Source: an optimization exercise on an open RTL-to-GDS flow (aim: small area, a short achievable clock period and few clock cycles per item). Production flows keep margins and buffers that such runs may drop.
In this exercise RTL edits were held to simulation tests only and were not proved equivalent to the original.
Power and IR drop assume default switching activity.

violet:
==> flow/design.v (excerpt) <==
module priority_schedule_timing (
  input  logic               clk,
  input  logic               rst_n,
  input  logic               in_valid,
  output logic               in_ready,
  input  logic [BURST_W-1:0] in_burst_time,
  input  logic [PRIO_W-1:0]  in_priority_req,
  input  logic               in_last_job,
  output logic               out_valid,
  input  logic               out_ready,
  output logic [ID_W-1:0]    out_job_id,
  output logic [PRIO_W-1:0]  out_job_priority,
  output logic [BURST_W-1:0] out_job_burst,
  output logic [TIME_W-1:0]  out_wait_time,
  output logic [TIME_W-1:0]  out_turnaround_time,
  output logic               out_last_row,
  output logic [AVG_W-1:0]   out_avg_wait_q8,
  output logic [AVG_W-1:0]   out_avg_turnaround_q8,
  output logic               out_jobs_dropped
);
Settings: LEC_CHECK=0, CAP_MARGIN=20, CORE_MARGIN=2, CORE_UTILIZATION=40, SETUP_SLACK_MARGIN=1.5, SLEW_MARGIN=20; clock period 6.0 ns.
run.sh (not shown) runs the stock make flow with config.mk's settings and CLKGATE_MAP_FILE= SYNTH_SCRIPT=/design/flow/synth_recipe.tcl, a recipe that flattens the netlist after the stock synthesis.
Testbench counts of violet, summed over its fixed seeds: cycles 3,170, jobs 2,636.
--- input diff violet..willow ---
diff --git a/flow/design.v b/flow/design.v
--- a/flow/design.v
+++ b/flow/design.v
@@ -78,27 +78,30 @@
       rank_r  <= rank_r + 1'b1;
     end
   end
 endmodule
 import pst_pkg::*;
 module pst_div #(
-  parameter int K = 4
+  parameter int K = 3
 ) (
   input  logic             clk,
   input  logic             start,
+  input  logic             byp,      
   input  logic             step,
   input  logic [SUM_W-1:0] sum,
   input  logic [CNT_W-1:0] den,      
   output logic [AVG_W-1:0] quotient  
 );
-  localparam int NSTEP = (AVG_W + K - 1) / K;
+  localparam int QW    = AVG_W - 1;
+  localparam int NSTEP = (QW + K - 1) / K;
   localparam int QB    = NSTEP * K;                        
-  localparam int XB    = QB - AVG_W;                       
+  localparam int XB    = QB - QW;                          
   localparam int RB    = 4;                                
   logic [RB-1:0] rem_r, rem_n;
   logic [QB-1:0] quo_r, quo_n;
+  logic          byp_r, top_r;
   function automatic logic ge5(input logic [4:0] a, input logic [4:0] b);
     logic g;
     g = a[0] | ~b[0];
     for (int k = 1; k < 5; k++) g = (a[k] & ~b[k]) | (~(a[k] ^ b[k]) & g);
     ge5 = g;
   endfunction
@@ -115,20 +118,27 @@
       rem_n = ge ? df[RB-1:0] : rs[RB-1:0];
       quo_n = {quo_n[QB-2:0], ge};
     end
   end
   always_ff @(posedge clk) begin
     if (start) begin
-      rem_r <= RB'(sum >> (SUM_W - 4 + XB));
-      quo_r <= {sum[SUM_W-5+XB:0], FRAC_W'(0)};
-    end else if (step) begin
+      byp_r <= byp;
+      top_r <= sum[SUM_W-1];
+      if (byp) begin
+        rem_r <= '0;
+        quo_r <= QB'({sum[SUM_W-2:0], 4'b0});
+      end else begin
+        rem_r <= RB'(sum >> (SUM_W - 5 + XB));
+        quo_r <= {sum[SUM_W-6+XB:0], FRAC_W'(0)};
+      end
+    end else if (step && !byp_r) begin
       rem_r <= rem_n;
       quo_r <= quo_n;
     end
   end
-  assign quotient = quo_n[AVG_W-1:0];
+  assign quotient = byp_r ? {top_r, quo_r[QW-1:0]} : {1'b0, quo_n[QW-1:0]};
 endmodule
 import pst_pkg::*;
 module priority_schedule_timing (
   input  logic               clk,
   input  logic               rst_n,
   input  logic               in_valid,
@@ -147,13 +157,13 @@
   output logic [AVG_W-1:0]   out_avg_wait_q8,
   output logic [AVG_W-1:0]   out_avg_turnaround_q8,
   output logic               out_jobs_dropped
 );
   localparam int P     = MAX_JOBS;
   localparam int DIV_K = 3;                  
-  localparam int DIV_N = (AVG_W + DIV_K - 1) / DIV_K;          
+  localparam int DIV_N = (AVG_W - 1 + DIV_K - 1) / DIV_K;      
   localparam int DCW   = $clog2(DIV_N);
   localparam int NB    = 1 << TAG_W;      
   logic [PTR_W-1:0] pl_r, ps_r, pe_r;        
   logic [CNT_W-1:0] cnt_r;                   
   logic             ovf_r;                   
   logic [NB*CNT_W-1:0] meta_n_r;             
@@ -364,17 +374,17 @@
       end
     end
     always_ff @(posedge clk) begin
       if (dstart[u]) dden_r[u*CNT_W +: CNT_W] <= bn_r;
     end
     pst_div #(.K(DIV_K)) u_wdiv (
-      .clk(clk), .start(dstart[u]), .step(dstep[u]),
+      .clk(clk), .start(dstart[u]), .byp(1'b0), .step(dstep[u]),
       .sum(w_n), .den(dden_r[u*CNT_W +: CNT_W]), .quotient(qw[u*AVG_W +: AVG_W])
     );
     pst_div #(.K(DIV_K)) u_tdiv (
-      .clk(clk), .start(dstart[u]), .step(dstep[u]),
+      .clk(clk), .start(dstart[u]), .byp(bn_r[CNT_W-1]), .step(dstep[u]),
       .sum(t_n), .den(dden_r[u*CNT_W +: CNT_W]), .quotient(qt[u*AVG_W +: AVG_W])
     );
   end
   assign h_fill = |dlast;
   always_ff @(posedge clk) begin
     if (!rst_n) begin
The final reports for willow and violet show sequential cell count lower in the former.
As far as total count of max-transition violations in the final report goes, willow and violet are indistinguishable; the numbers are identical.
TritonCTS buffer count (willow over violet): decrease, 1
violet has a lower area overhead of the layout relative to synthesis than willow.
willow has hold slack below what violet had.
On xor and xnor area share after synthesis, violet and willow are basically level.
Measured against willow, the number of distinct library cells after synthesis of violet comes out at 1.06 times the reference value.
| routing usage on met3 | willow vs violet | 0.32 points lower |
Compared with violet, willow shows worst setup slack lower by 0.033 ns.
Summary of the comparison: buffers inserted during post-CTS setup optimization is higher in willow, relative to violet.
violet -> willow: per-cell via count in the routed design decreased slightly
Lower total power goes to willow over violet.
Testbench counts of willow, summed over its fixed seeds: cycles 3,054, jobs 2,636.

-- re-timing with driven ports --
The results above use ideal ports. As a check the final layouts listed here were re-extracted and re-timed, cells and wires unchanged. Step 1, drivers: a clkbuf_16 drives clk and a buf_2 each remaining input, both assumed. Step 2 times the ports against the registers' clock, not the clock port: input delays grow and output delays shrink by t, the midpoint of the rising clock arrivals with the driver on. Three values: ideal ports, drivers, drivers and shift; two values: the first two.
run | t, ns | slack for setup (ns) | worst register clock-pin slew, ns | worst data-port slew with drivers (ns)
violet | 0.827 | 1.382 / 1.382 / 0.788 | 0.07 / 0.07 | 0.20
willow | 0.829 | 1.349 / 1.349 / 0.824 | 0.07 / 0.07 | 0.19
After both steps every run listed still meets setup and hold. For violet, which loses most, drivers alone change the setup slack by 0.000 ns; drivers and shift together by -0.594 ns.
